Context: an optimization exercise on an open-source flow, tuned for small area, a short achievable clock period and few clock cycles per item. The choices shown serve that exercise and are no tape-out recipe.
Power figures rest on the tool's default switching activity, not on a simulated workload.

## indigo
// multiturn_polar_angle_tracker
module multiturn_polar_angle_tracker #(
  parameter int SAMPLES_PER_AVERAGE = 5,
  parameter int SAMPLE_BITS         = 12
) (
  input  logic                                  clk,
  input  logic                                  rst,
  input  logic                                  psel,
  input  logic                                  penable,
  input  logic                                  pwrite,
  input  logic [mpat_pkg::APB_ADDR_W-1:0]       paddr,
  input  logic [mpat_pkg::APB_DATA_W-1:0]       pwdata,
  output logic [mpat_pkg::APB_DATA_W-1:0]       prdata,
  output logic                                  pready,
  input  logic [SAMPLE_BITS-1:0]                sample,
  input  logic                                  sample_valid,
  output logic                                  sample_stall,
  output logic signed [mpat_pkg::ANGLE_W-1:0]   angle_q8,
  output logic [mpat_pkg::STAGE_W-1:0]          stage,
  output logic [mpat_pkg::OUT_W-1:0]            average,
  output logic [mpat_pkg::OUT_W-1:0]            max_seen,
  output logic [mpat_pkg::OUT_W-1:0]            min_seen,
  output logic                                  result_valid,
  input  logic                                  result_stall
);
  logic [11:0] r_zero;
  logic [15:0] r_gain;
  logic [8:0]  r_deg;
  logic [8:0]  r_off;
  logic [11:0] r_thr;
  logic [3:0]  r_max;
  logic [2:0]  idx;
  logic        wr;
  assign idx    = paddr[4:2];
  assign wr     = psel && penable && pwrite;
  assign pready = 1'b1;
  always_ff @(posedge clk) begin
    if (rst) begin
      r_zero <= mpat_pkg::RST_ZERO_CODE;
      r_gain <= mpat_pkg::RST_GAIN_Q16;
      r_deg  <= mpat_pkg::RST_STAGE_DEGREES;
      r_off  <= mpat_pkg::RST_ANGLE_OFFSET;
      r_thr  <= mpat_pkg::RST_JUMP_THRESHOLD;
      r_max  <= mpat_pkg::RST_MAX_STAGE;
    end else if (wr) begin
      case (idx)
  ...
export LEC_CHECK = 0
export CAP_MARGIN = 20
export CORE_MARGIN = 2
export CORE_UTILIZATION = 40
export CTS_BUF_LIST = sky130_fd_sc_hd__clkbuf_4 sky130_fd_sc_hd__clkbuf_8
export SETUP_SLACK_MARGIN = 3.0
export SLEW_MARGIN = 20
create_clock -name core_clock -period 7.0 [get_ports {clk}]
standard.sh (not shown) runs the stock make flow with config.mk's settings and CLKGATE_MAP_FILE= SYNTH_SCRIPT=/design/flow/synth_recipe.tcl, a recipe that flattens the netlist after the stock synthesis.
==> flow/flow/run.sh <==
#!/bin/bash
# Layout flow: the standard ORFS flow, with one change in synthesis: the
# ABC technology-mapping script is an area-oriented one (area.abc) instead of
# ORFS's speed script. Everything else (register mapping, flattening, renaming,
# floorplan, placement, CTS, routing) is the standard flow, run through
# standard.sh with its own make arguments.
set -euo pipefail
here=$(pwd)
# synthesis body: ORFS synth.tcl with the abc script argument replaced
sed 's#^source \$::env(SCRIPTS_DIR)/synth_preamble.tcl#source $::env(SCRIPTS_DIR)/synth_preamble.tcl\nset abc_args [lreplace $abc_args 1 1 $::env(MY_ABC_SCRIPT)]#' \
  "$FLOW_HOME/scripts/synth.tcl" > "$here/my_synth_body.tcl"
grep -q 'MY_ABC_SCRIPT' "$here/my_synth_body.tcl"
# The standard flow's synthesis wrapper, sourcing that body instead of ORFS's synth.tcl
sed "s#source \$::env(SCRIPTS_DIR)/synth.tcl#source $here/my_synth_body.tcl#" \
  "$here/synth_recipe.tcl" > "$here/my_synth.tcl"
grep -q 'my_synth_body.tcl' "$here/my_synth.tcl"
# standard.sh with the synthesis script swapped
sed "s#SYNTH_SCRIPT=[^ ]*#SYNTH_SCRIPT=$here/my_synth.tcl#" "$here/standard.sh" > "$here/my_standard.sh"
grep -q 'my_synth.tcl' "$here/my_standard.sh"
export MY_ABC_SCRIPT="$here/flow/area.abc"
bash "$here/my_standard.sh" > "$here/flow.log" 2>&1
==> flow/flow/area.abc <==
&get -n
&st
&dch
&nf
&put
Edits applied to the flow inputs when going from indigo to maple:
- CTS_BUF_LIST: sky130_fd_sc_hd__clkbuf_4 sky130_fd_sc_hd__clkbuf_8 -> unset
diff --git a/flow/flow/run.sh b/flow/flow/run.sh
--- a/flow/flow/run.sh
+++ b/flow/flow/run.sh
@@ -19,2 +19,3 @@
 grep -q 'my_synth.tcl' "$here/my_standard.sh"
+export BUFFER_PORTS_ARGS="-buffer_cell sky130_fd_sc_hd__buf_2"
 export MY_ABC_SCRIPT="$here/flow/area.abc"
==> results.txt <==
Higher core utilization goes to indigo over maple. Re relative area of clock buffers and inverters in the final design: maple is 1.2 points up on indigo. Combinational cell fraction of total power (lower): maple. Compared with indigo, in maple number of non-clock buffers in the layout went down, sum of met3 wire segment lengths after detailed routing went down, total number of vias went down, number of non-filler instances in the completed layout went down.
> inputs changed (maple -> tundra)
- SETUP_SLACK_MARGIN changed from 3.0 to 3.5
diff --git a/flow/flow/run.sh b/flow/flow/run.sh
--- a/flow/flow/run.sh
+++ b/flow/flow/run.sh
@@ -19,3 +19,2 @@
 grep -q 'my_synth.tcl' "$here/my_standard.sh"
-export BUFFER_PORTS_ARGS="-buffer_cell sky130_fd_sc_hd__buf_2"
 export MY_ABC_SCRIPT="$here/flow/area.abc"
## What came out
- Taking maple as the reference point, the sequential share of layout area of tundra falls by 2.6 points.
- met3 global-route usage on tundra is up relative to maple.
- tundra vs maple, non-clock buffer count went up by 77.
- Looking at total power across maple and tundra, the one that comes out higher is tundra.
- Cell area | tundra vs maple | tundra larger
- Diff maple..tundra | mean number of vias per cell | negligible
## Diff of input files: willow against tundra
- SETUP_SLACK_MARGIN changed from 3.5 to 2.5
diff --git a/flow/flow/run.sh b/flow/flow/run.sh
--- a/flow/flow/run.sh
+++ b/flow/flow/run.sh
@@ -19,2 +19,3 @@
 grep -q 'my_synth.tcl' "$here/my_standard.sh"
+export BUFFER_PORTS_ARGS="-buffer_cell sky130_fd_sc_hd__buf_2"
 export MY_ABC_SCRIPT="$here/flow/area.abc"
--- outcome ---
Diff tundra and willow: via count lower in willow. The standard cells in willow occupy less silicon area than those in tundra do. On willow: total power is about 16% lower than what tundra gave. On number of standard cells in the final layout excluding fillers: between tundra and willow, it ends up lower for willow. Flip-flop and latch share of the layout cell area sits higher in willow than in tundra. Looking only at internal power consumption, and setting everything else aside, the higher value of tundra and willow goes to tundra. A launching instance or port of the critical path of sq[1] is what willow shows, while sq[8] belongs to tundra.
diff inputs: willow => nickel
- swapping 2.5 for 2.0 in SETUP_SLACK_MARGIN
diff --git a/flow/flow/run.sh b/flow/flow/run.sh
--- a/flow/flow/run.sh
+++ b/flow/flow/run.sh
@@ -19,3 +19,2 @@
 grep -q 'my_synth.tcl' "$here/my_standard.sh"
-export BUFFER_PORTS_ARGS="-buffer_cell sky130_fd_sc_hd__buf_2"
 export MY_ABC_SCRIPT="$here/flow/area.abc"
### Flow results
nickel vs willow — critical path depth dropped 14. Summary of nickel over willow: fmax shrank by about 10%, area taken by flip-flops and latches comparable. The lower first-iteration DRC count came out of nickel. The wire length in nickel sits about 0.7% below the value recorded for willow. The higher non-clock buffer count came out of willow.
[inputs] onyx vs nickel
- SETUP_SLACK_MARGIN changed from 2.0 to 3.0
==> flow/flow/area.abc <==
strash
&get -n
&fraig -x
&put
dc2
strash
&get -n
&dch -f
&nf -R 1000
&put
## What came out
Looking at share of power burned in the clock network, onyx sits 7.9 points higher than nickel does. Compared with nickel, onyx shows average vias per placed instance lower by 1.7%. onyx vs nickel — initial standard-cell utilization of the core dropped 0.43 points. Compared to nickel, onyx has maximum frequency about 10% lower. Global-route wire length before repair of onyx falls short of that of nickel slightly. onyx vs. nickel: post-cts gate resize count went up by 112. Summary of onyx over nickel: area after synthesis lower; logic depth of the worst register-to-register path now sits higher; minimum clock period increased by 0.52 ns relative to the old numbers.
No run of this note included a check of the RTL's function; only the layout flow was run.

==> afterwards: timing with drivers on the ports <==
No port has a modelled driver above. Below, the same layouts with a new extraction and two added sets of constraints.
Step 1 (the two cells are an assumption about what drives the block):
set clk [get_ports {clk}]
set_driving_cell -lib_cell sky130_fd_sc_hd__clkbuf_16 $clk
set_driving_cell -lib_cell sky130_fd_sc_hd__buf_2 [delete_from_list [all_inputs] $clk]
Step 2 times the ports against the registers' clock, not the clock port: input delays grow and output delays shrink by t, the midpoint of the rising clock arrivals with the driver on.
a / b / c = ideal / step 1 / step 2; a / b = the first two.
run | t, ns | setup WS [ns] | hold WS [ns] | worst register clock-pin slew, ns
indigo | 0.538 | 2.827 / 2.827 / 2.652 | 0.451 / 0.451 / 0.451 | 0.12 / 0.12
maple | 0.489 | 2.819 / 2.819 / 2.819 | 0.443 / 0.443 / 0.443 | 0.09 / 0.09
tundra | 0.502 | 2.716 / 2.716 / 2.716 | 0.447 / 0.447 / 0.447 | 0.08 / 0.08
willow | 0.502 | 2.647 / 2.647 / 2.450 | 0.446 / 0.446 / 0.446 | 0.09 / 0.09
nickel | 0.498 | 2.189 / 2.160 / 2.014 | 0.447 / 0.447 / 0.447 | 0.09 / 0.09
onyx | 0.494 | 1.667 / 1.667 / 1.667 | 0.444 / 0.444 / 0.444 | 0.09 / 0.09
After both steps every run listed still meets setup and hold. For willow, which loses most, drivers alone change the setup slack by 0.000 ns; drivers and shift together by -0.197 ns.
